Context: an optimization exercise on an open-source flow, tuned for small area, a short achievable clock period and few clock cycles per item. The choices shown serve that exercise and are no tape-out recipe. Function was checked by simulation only, so behaviour that the tests miss may differ from the original. No activity file was given, so power comes from the tool's default toggle rates.

$ cat config.mk
export PLATFORM = sky130hd
export DESIGN_NAME = mem_axi4_wr_bridge
export DESIGN_NICKNAME = mem_axi4_wr_bridge
export VERILOG_FILES = /design/flow/design.v
export SDC_FILE = /design/flow/constraint.sdc
export NUM_CORES = 4
export LEC_CHECK = 0
export CAP_MARGIN = 20
export CORE_MARGIN = 2
export CORE_UTILIZATION = 40
export PLACE_DENSITY = 0.6
export SLEW_MARGIN = 20
$ cat constraint.sdc
create_clock -name core_clock -period 6.5 [get_ports {clk_i}]
set_input_delay 1.3000 -clock core_clock [delete_from_list [all_inputs] [get_ports {clk_i}]]
set_output_delay 1.3000 -clock core_clock [all_outputs]
set_load 0.01 [all_outputs]
$ cat run.sh
#!/bin/bash
# synth_recipe.tcl (not shown) runs the flow's synth.tcl, then flattens the netlist and writes it again
# the make line also repeats each setting of config.mk as NAME=value (left out here)
make -C /OpenROAD-flow-scripts/flow DESIGN_CONFIG=/design/flow/config.mk WORK_HOME=/design/flow/orfs CLKGATE_MAP_FILE= SYNTH_SCRIPT=/design/flow/synth_recipe.tcl finish
$ cat design.v
package axi_wr_pkg;
    typedef struct packed {
        logic [(32 / 8)+32-(32 - 2)-1:0] pad;
        logic [32-1:0]   addr;
        logic [(32 - 2)-1:0] count;
    } wr_req_t;
    typedef struct packed {
        logic [32-1:0] addr;
        logic [(32 / 8)-1:0] strb;
        logic [32-1:0] data;
    } wr_beat_t;
    typedef union packed {
        wr_req_t  req;
        wr_beat_t beat;
    } wr_word_u;
    typedef struct packed {
        logic     is_req;
        wr_word_u word;
    } wr_entry_t;
    typedef struct packed {
        logic [32-1:0] addr;
        logic [7:0]                 len;
        logic [2:0]                 size;
        logic [1:0]                 burst;
    } axi_aw_t;
    typedef struct packed {
        logic [32-1:0] data;
        logic [(32 / 8)-1:0] strb;
        logic                       last;
    } axi_w_t;
endpackage
module mem_wr_front (
    input  logic                        clk_i,
    input  logic                        reset_n_i,
    input  logic                        mem_req_i,
    input  logic                        mem_en_i,
    input  logic [32-1:0]  mem_addr_i,
    input  logic [(32 / 8)-1:0]  mem_wben_i,
    input  logic [32-1:0]  mem_wdata_i,
    output logic                        push_o,
    output axi_wr_pkg::wr_entry_t       entry_o,
    output logic                        staged_o
);
    localparam int DATA_BYTES = (32 / 8);
    logic                         is_req;
    logic                         is_beat;
    logic [2:0]     extra;
    logic [(32 - 2)-1:0] beat_count;
    axi_wr_pkg::wr_entry_t                    entry_d;
    logic                         push_q;
    assign is_req  = mem_req_i && (|mem_wben_i);
    assign is_beat = mem_en_i && !mem_req_i && (|mem_wben_i);
    assign extra = {1'b0, mem_wdata_i[2-1:0]}
                 + {1'b0, mem_addr_i[2-1:0]};
    always_comb begin
        beat_count = mem_wdata_i[31:2];
        if (extra != '0) begin
            beat_count = beat_count + 1'b1;
        end
        if (extra > DATA_BYTES) begin
            beat_count = beat_count + 1'b1;
        end
    end
    always_comb begin
        entry_d.is_req = is_req;
        if (is_req) begin
            entry_d.word.req.pad   = '0;
            entry_d.word.req.addr  = mem_addr_i;
            entry_d.word.req.count = beat_count;
        end else begin
            entry_d.word.beat.addr = mem_addr_i;
            entry_d.word.beat.strb = mem_wben_i;
            entry_d.word.beat.data = mem_wdata_i;
        end
    end
    always_ff @(posedge clk_i or negedge reset_n_i) begin
        if (!reset_n_i) begin
            push_q <= 1'b0;
        end else begin
            push_q <= is_req || is_beat;
        end
    end
    always_ff @(posedge clk_i) begin
        entry_o <= entry_d;
    end
    assign push_o   = push_q;
    assign staged_o = push_q;
endmodule
module wr_req_fifo (
    input  logic                  clk_i,
    input  logic                  reset_n_i,
    input  logic                  push_i,
    input  axi_wr_pkg::wr_entry_t entry_i,
    input  logic                  pop_i,
    output axi_wr_pkg::wr_entry_t head_o,
    output logic                  full_o,
    output logic                  afull_o,
    output logic                  empty_o
);
    localparam int PTR_W = 3;
    localparam int DEPTH = 1 << PTR_W;
    localparam int ENTRY_W = 1 + 32 + (32 / 8) + 32;
    logic [ENTRY_W-1:0] mem_q [DEPTH];
    logic [PTR_W-1:0] wr_ptr_q;
    logic [PTR_W-1:0] rd_ptr_q;
    logic [PTR_W:0]   count_q;
    logic             do_push;
    logic             do_pop;
    assign do_push = push_i && !full_o;
    assign do_pop  = pop_i && !empty_o;
    always_ff @(posedge clk_i or negedge reset_n_i) begin
        if (!reset_n_i) begin
            wr_ptr_q <= '0;
            rd_ptr_q <= '0;
            count_q  <= '0;
        end else begin
            if (do_push) begin
                wr_ptr_q <= wr_ptr_q + 1'b1;
            end
            if (do_pop) begin
                rd_ptr_q <= rd_ptr_q + 1'b1;
            end
            if (do_push && !do_pop) begin
                count_q <= count_q + 1'b1;
            end else if (do_pop && !do_push) begin
                count_q <= count_q - 1'b1;
            end
        end
    end
    always_ff @(posedge clk_i) begin
        if (do_push) begin
            mem_q[wr_ptr_q] <= entry_i;
        end
    end
    assign head_o  = mem_q[rd_ptr_q];
    assign full_o  = (count_q == DEPTH);
    assign afull_o = (count_q >= DEPTH - 1);
    assign empty_o = (count_q == '0);
endmodule
module axi_wr_engine (
    input  logic                  clk_i,
    input  logic                  reset_n_i,
    input  axi_wr_pkg::wr_entry_t head_i,
    input  logic                  empty_i,
    input  logic                  staged_i,
    input  logic                  aw_ready_i,
    input  logic                  w_ready_i,
    input  logic                  b_valid_i,
    input  logic [1:0]            b_resp_i,
    output logic                  pop_o,
    output logic                  aw_valid_o,
    output axi_wr_pkg::axi_aw_t   aw_o,
    output logic                  w_valid_o,
    output axi_wr_pkg::axi_w_t    w_o,
    output logic                  b_ready_o,
    output logic [31:0]           error_count_o,
    output logic                  wdata_infifo_o
);
    localparam int CNT_W = (32 - 2);
    localparam logic [32-1:0] BURST_BYTES = 256 << 2;
    typedef enum logic [2:0] {
        S_IDLE,
        S_WRITE_WAIT,
        S_BURST,
        S_WAIT_B,
        S_ERROR,
        S_FINISH
    } state_t;
    state_t                     state_q;
    state_t                     state_d;
    logic [CNT_W-1:0]           remain_q;
    logic [CNT_W-1:0]           remain_d;
    logic [8:0]                 burst_cnt_q;
    logic [8:0]                 burst_cnt_d;
    logic [32-1:0] next_addr_q;
    logic [32-1:0] next_addr_d;
    logic [31:0]                error_q;
    logic [31:0]                error_d;
    logic                       issue_burst;
    logic [32-1:0] burst_addr;
    logic [CNT_W-1:0]           src_count;
    logic [8:0]                 burst_beats;
    logic [8:0]                 len_full;
    logic                       head_beat;
    assign head_beat   = !empty_i && !head_i.is_req;
    assign issue_burst = (remain_q != '0) || (!empty_i && head_i.is_req);
    assign burst_addr  = (remain_q != '0) ? next_addr_q : head_i.word.req.addr;
    assign src_count   = (remain_q != '0) ? remain_q : head_i.word.req.count;
    assign burst_beats = (src_count > 256) ? 9'd256 : src_count[8:0];
    assign len_full    = burst_beats - 9'd1;
    always_comb begin
        state_d     = state_q;
        remain_d    = remain_q;
        burst_cnt_d = burst_cnt_q;
        next_addr_d = next_addr_q;
        error_d     = error_q;
        pop_o      = 1'b0;
        aw_valid_o = 1'b0;
        aw_o.addr  = burst_addr;
        aw_o.len   = len_full[7:0];
        aw_o.size  = 3'(2);
        aw_o.burst = 2'b01;
        w_valid_o  = 1'b0;
        w_o.data   = head_i.word.beat.data;
        w_o.strb   = head_i.word.beat.strb;
        w_o.last   = 1'b0;
        b_ready_o  = 1'b0;
        case (state_q)
            S_IDLE: begin
                if (issue_burst) begin
                    aw_valid_o = 1'b1;
                    if (aw_ready_i) begin
                        pop_o       = (remain_q == '0);
                        remain_d    = src_count - {{(CNT_W-9){1'b0}}, burst_beats};
                        burst_cnt_d = burst_beats;
                        next_addr_d = burst_addr + BURST_BYTES;
                        state_d     = S_BURST;
                    end
                end else if (head_beat) begin
                    aw_valid_o = 1'b1;
                    aw_o.addr  = head_i.word.beat.addr;
                    aw_o.len   = 8'd0;
                    if (aw_ready_i) begin
                        w_valid_o = 1'b1;
                        w_o.last  = 1'b1;
                        if (w_ready_i) begin
                            pop_o   = 1'b1;
                            state_d = S_WAIT_B;
                        end else begin
                            state_d = S_WRITE_WAIT;
                        end
                    end
                end
            end
            S_WRITE_WAIT: begin
                w_valid_o = 1'b1;
                w_o.last  = 1'b1;
                if (w_ready_i) begin
                    pop_o   = 1'b1;
                    state_d = S_WAIT_B;
                end
            end
            S_BURST: begin
                if (head_beat) begin
                    w_valid_o = 1'b1;
                    w_o.last  = (burst_cnt_q == 9'd1);
                    if (w_ready_i) begin
                        pop_o       = 1'b1;
                        burst_cnt_d = burst_cnt_q - 9'd1;
                        if (burst_cnt_q == 9'd1) begin
                            state_d = S_WAIT_B;
                        end
                    end
                end
            end
            S_WAIT_B: begin
                b_ready_o = 1'b1;
                if (b_valid_i) begin
                    state_d = (b_resp_i == 2'b00) ? S_FINISH : S_ERROR;
                end
            end
            S_ERROR: begin
                error_d = error_q + 32'd1;
                state_d = S_FINISH;
            end
            S_FINISH: begin
                state_d = S_IDLE;
            end
            default: begin
                state_d = S_IDLE;
            end
        endcase
    end
    always_ff @(posedge clk_i or negedge reset_n_i) begin
        if (!reset_n_i) begin
            state_q     <= S_IDLE;
            remain_q    <= '0;
            burst_cnt_q <= '0;
            error_q     <= '0;
        end else begin
            state_q     <= state_d;
            remain_q    <= remain_d;
            burst_cnt_q <= burst_cnt_d;
            error_q     <= error_d;
        end
    end
    always_ff @(posedge clk_i) begin
        next_addr_q <= next_addr_d;
    end
    assign error_count_o = error_q;
    assign wdata_infifo_o = staged_i || !empty_i || (remain_q != '0)
                         || (state_q == S_BURST) || (state_q == S_WRITE_WAIT)
                         || (state_q == S_WAIT_B) || (state_q == S_ERROR);
endmodule
module mem_axi4_wr_bridge (
    input  logic                        clk_i,
    input  logic                        reset_n_i,
    input  logic                        mem_req_i,
    input  logic                        mem_en_i,
    input  logic [32-1:0]  mem_addr_i,
    input  logic [(32 / 8)-1:0]  mem_wben_i,
    input  logic [32-1:0]  mem_wdata_i,
    output logic                        mem_wstall_o,
    output logic                        mem_wdata_infifo_o,
    output logic [31:0]                 mem_axi4_error_o,
    input  logic                        axi4_aw_ready_i,
    output logic                        axi4_aw_valid_o,
    output logic [32-1:0]  axi4_aw_addr_o,
    output logic [7:0]                  axi4_aw_len_o,
    output logic [2:0]                  axi4_aw_size_o,
    output logic [1:0]                  axi4_aw_burst_o,
    input  logic                        axi4_w_ready_i,
    output logic                        axi4_w_valid_o,
    output logic [32-1:0]  axi4_w_data_o,
    output logic [(32 / 8)-1:0]  axi4_w_strb_o,
    output logic                        axi4_w_last_o,
    input  logic                        axi4_b_valid_i,
    input  logic [1:0]                  axi4_b_resp_i,
    output logic                        axi4_b_ready_o
);
    logic      push;
    logic      staged;
    axi_wr_pkg::wr_entry_t entry;
    axi_wr_pkg::wr_entry_t head;
    logic      fifo_full;
    logic      fifo_afull;
    logic      fifo_empty;
    logic      pop;
    axi_wr_pkg::axi_aw_t   aw;
    axi_wr_pkg::axi_w_t    w;
    mem_wr_front u_front (
        .clk_i       (clk_i),
        .reset_n_i   (reset_n_i),
        .mem_req_i   (mem_req_i),
        .mem_en_i    (mem_en_i),
        .mem_addr_i  (mem_addr_i),
        .mem_wben_i  (mem_wben_i),
        .mem_wdata_i (mem_wdata_i),
        .push_o      (push),
        .entry_o     (entry),
        .staged_o    (staged)
    );
    wr_req_fifo u_fifo (
        .clk_i     (clk_i),
        .reset_n_i (reset_n_i),
        .push_i    (push),
        .entry_i   (entry),
        .pop_i     (pop),
        .head_o    (head),
        .full_o    (fifo_full),
        .afull_o   (fifo_afull),
        .empty_o   (fifo_empty)
    );
    axi_wr_engine u_engine (
        .clk_i          (clk_i),
        .reset_n_i      (reset_n_i),
        .head_i         (head),
        .empty_i        (fifo_empty),
        .staged_i       (staged),
        .aw_ready_i     (axi4_aw_ready_i),
        .w_ready_i      (axi4_w_ready_i),
        .b_valid_i      (axi4_b_valid_i),
        .b_resp_i       (axi4_b_resp_i),
        .pop_o          (pop),
        .aw_valid_o     (axi4_aw_valid_o),
        .aw_o           (aw),
        .w_valid_o      (axi4_w_valid_o),
        .w_o            (w),
        .b_ready_o      (axi4_b_ready_o),
        .error_count_o  (mem_axi4_error_o),
        .wdata_infifo_o (mem_wdata_infifo_o)
    );
    assign mem_wstall_o = fifo_full || (fifo_afull && staged);
    assign axi4_aw_addr_o  = aw.addr;
    assign axi4_aw_len_o   = aw.len;
    assign axi4_aw_size_o  = aw.size;
    assign axi4_aw_burst_o = aw.burst;
    assign axi4_w_data_o   = w.data;
    assign axi4_w_strb_o   = w.strb;
    assign axi4_w_last_o   = w.last;
endmodule
==> run summary <==
clock skew=0.0282 ns; Lkg Pwr=13.0 nW; layout cells sized above 1=16.1%; critical path class=reg2out; final clock period utilization by the worst path=97.3%; kind of start point of the critical path=register; worst path buffer plus inverter count=3; CTS max path bufs=3; number of hold buffers added after cts=0; net total in the final layout=2487; Top Family by Delay on Critical Path=compound AO/OA/AOI/OAI gates; number of vias per cell after detailed routing=5.57; combinational cell fraction of total power=33.5%; utilization after layout=47.9%; peak ir drop on the vdd network=0.239 mV; aggregate global-route resource usage=19.6%; max_cap viols=0; Clock power frac=26.8%; clock net sink count=738; count of flip-flops with a built-in enable after synthesis=584; commonest non-fill, non-tap cell in the layout=sky130_fd_sc_hd__edfxtp_1; Critical Path AT=5.02 ns; worst-path maximum fanout=6; area growth from synthesis to layout=18.7%; Core Box Area=78900 µm²; Synth async-reset ratio=11.5%; highest-count cells in the layout ignoring fill and taps=sky130_fd_sc_hd__edfxtp_1, sky130_fd_sc_hd__nand2_1, sky130_fd_sc_hd__clkdlybuf4s50_1, sky130_fd_sc_hd__mux4_2, sky130_fd_sc_hd__nor2_1; Ys Warns=3; element type at the critical path end=output port; Yosys reg bits=738; Starting Density=40.3%; WL/cell=22.9 µm; number of hold-slack violations in the final timing report=0; unrepaired setup endpoints after global routing=no; source-to-sink clock delay at the later pin of the worst-skew pair=0.63 ns; Slew @ Worst Pin=0.875 ns; CP Data Required Time=5.20 ns; cell count after synthesis=2165; placer congestion estimate=0.891; min Tclk post-route=6.32 ns; TritonCTS clock tree=built; number of H-tree levels=3; Pwr Total=16.6 mW; number of iterations in the first detailed-routing pass=6; die width=286 µm; Die ar.=81800 µm²; Most common cell on crit path=sky130_fd_sc_hd__buf_4; post-synthesis instance area=31800 µm²; std cell rows=103; Int Pwr=11.1 mW; global-route wire length before repair=122 mm; violation count after the first detailed-route iteration=1755; cts bufs inserted=75; number of antenna violations at the first check in global routing=2; minimum setup slack among reg-to-reg paths=1.58 ns; post-CTS clock slew at the launch and capture registers of the worst setup and hold paths=0.06 ns; sequential share of power=39.7%; PwrDens=439 nW/µm²; number of remaining DRC errors=0; Net Switching=5.45 mW; pre-CTS setup slack=0.334 ns; pin count of the biggest net entering global routing=87; Post-Route WL=80.4 mm; largest stage delay on the critical path=0.51 ns; routed via count=19540; fin worst setup slack=0.178 ns; number of diodes=0; tightest slew margin relative to the limit=41.7%; most used flip-flop cell after synthesis=sky130_fd_sc_hd__edfxtp_1; Port Buf Inserts=190; class of the tightest hold or removal check=reg2reg; share of synthesized area occupied by flip-flops and latches=66.2%; syn_area_per_cell=14.7 µm²; die height=286 µm; vias in the first global route=19233; worst-case hold slack=0.478 ns; Ports=196; count of pins over their slew limit=0; critical path's slowest cell=sky130_fd_sc_hd__or4_4; setup violation total in the final timing report=0; Cell variety after synth=84; sum of net half-perimeters after detailed placement=52.7 mm; timing-limited maximum frequency=0.158 GHz; clock root buffer master=sky130_fd_sc_hd__clkbuf_16; Critical Path, Cell by Cell=buf_4 > mux4_2 > mux2_2 > or4_4 > o41a_4 > a2111o_1 > nor2_2 > buf_4 > nand2_1 > ha_1 > nor3_1 > o21ai_0 > a21oi_1 > dlygate4sd2_1; Switching Fraction=32.9%; DRT antenna net count=0; outcome=timing/DRC/antenna clean; Overflow after GRT=0
-- what timing repair did --
| item | CTS | global route |
|---|---|---|
| setup endpoints to repair | 19 | 1 |
| pin swaps | 1 | 0 |
| gates resized for setup | 4 | 3 |
| buffers inserted | 6 | 0 |
| endpoints found under the hold margin | 0 | 0 |
-- Yosys cell counts (25+ instances only) --
library cell	count	area, µm²
sky130_fd_sc_hd__dfxtp_1	69	1380
sky130_fd_sc_hd__dfrtp_1	85	2130
sky130_fd_sc_hd__mux2_2	47	529
sky130_fd_sc_hd__o21ai_0	80	400
sky130_fd_sc_hd__inv_1	36	135
sky130_fd_sc_hd__nor2b_1	25	156
sky130_fd_sc_hd__clkbuf_1	65	244
sky130_fd_sc_hd__xor2_1	32	280
sky130_fd_sc_hd__xnor2_1	74	648
sky130_fd_sc_hd__nand2_1	272	1020
sky130_fd_sc_hd__edfxtp_1	584	17500
sky130_fd_sc_hd__and3_1	25	156
sky130_fd_sc_hd__nor3_1	47	235
sky130_fd_sc_hd__mux2i_1	51	510
sky130_fd_sc_hd__mux4_2	134	3020
sky130_fd_sc_hd__nand3_1	48	240
sky130_fd_sc_hd__nor2_1	93	349
sky130_fd_sc_hd__a21oi_1	66	330
-- stage by stage --
stage	setup TNS, ns	instance area, µm²	std cells
final	0	37800	3505
after global routing	0	37800	3505
after CTS	0	37800	3505
after detailed placement	0	35100	3360
after global placement	0	35100	3360
after floorplan	-20.38	31800	2170
-- area by class of cell --
type,count,area [µm²]
Timing Repair Buffer,260,2500
Sequential cell,738,21100
Clock buffer,101,2030
Fill cell,6755,41100
Inverter,36,135
Clock inverter,38,527
Multi-Input combinational cell,1282,10200
Tap cell,1050,1310
-- kinds of logic after synthesis --
| family | count (synthesis) | share of synthesized area [%] |
|---|---|---|
| flops | 738 | 66.2 |
| other cells | 2 | 0.0236 |
| simple gates | 633 | 9.44 |
| compound gates | 287 | 5.89 |
| xor+xnor | 106 | 2.92 |
| mux | 232 | 12.8 |
| buf+inv | 150 | 2.07 |
| fa+ha+maj | 17 | 0.716 |
-- power by group through the flow --
stage	clock, mW	sequential [mW]	combinational [mW]
CTS	4.53	6.59	5.61
floorplan	0	6.55	3.42
global route	4.72	6.67	5.93
finish	4.45	6.58	5.55
detailed placement	0	6.73	5.46
global placement	0	6.67	5.43
-- worst register-to-register path: cells and delay by family, from the launching register on --
kind | cells | cell delay, ns
AO/OA/AOI/OAI | 5 | 0.80
AND/OR/NAND/NOR | 3 | 0.62
flip-flops | 1 | 0.42
multiplexers | 2 | 0.96
buffers and inverters | 7 | 1.29
adder cells (fa/ha/maj) | 2 | 0.45
XOR/XNOR | 2 | 0.27
-- worst paths after layout --
path                                   endpoint  depth (start not counted)                 start
hold / removal             u_engine.error_q[31]                          1  u_engine.error_q[31]
setup / recovery               axi4_aw_len_o[4]                         14    u_fifo.rd_ptr_q[0]
setup reg to reg              u_fifo.count_q[3]                         21    u_fifo.rd_ptr_q[0]
max in group asynchronous    u_fifo.rd_ptr_q[2]                          2             reset_n_i
hold reg to reg            u_engine.error_q[31]                          1  u_engine.error_q[31]
min in group asynchronous  u_engine.error_q[29]                          1             reset_n_i
-- state kept, by name, indices dropped and copies added, names as in the netlist --
register	count
u_fifo.count_q	4
u_front.entry_o	69
u_front.push_q	1
u_engine.next_addr_q	32
u_engine.error_q	32
u_fifo.rd_ptr_q	3
u_engine.remain_q	30
u_fifo.wr_ptr_q	3
u_fifo.mem_q	552
u_engine.burst_cnt_q	9
u_engine.state_q	3
-- per-layer routing --
layer / wire (µm) / up-vias / GRT usage, %
met5: 0 / - / 0
met3: 5310 / 98 / 2.84
met2: 38300 / 719 / 31.5
met4: 1430 / 0 / 5.07
li1: - / 8735 / -
met1: 35400 / 9988 / 27.9
Testbench counts, summed over its fixed seeds: cycles 34,943, items 19,605.

==> static timing again, ports no longer ideal <==
Ports are ideal in the flow. The routed layout listed here was re-timed in OpenROAD. Step 1 assumes that a clkbuf_16 drives the clock port and a buf_2 every other input. Step 2 moves the port delays by t, midway between the first and last clock arrival at a register: inputs arrive t later, outputs are due t later. That takes back most of the time a late clock gives input paths. Three values: no drivers, after step 1, after step 2; two values: the first two.
t (ns): 0.678
slack for setup (ns): 0.178 / 0.117 / 0.795
worst setup path at the end: register to output
latest minus earliest clock arrival (ns): 0.034 / 0.034
worst register clock-pin slew, ns: 0.07 / 0.07
After both steps setup and hold are still met in this run. For this run, drivers alone change the setup slack by -0.061 ns; drivers and shift together by +0.617 ns.
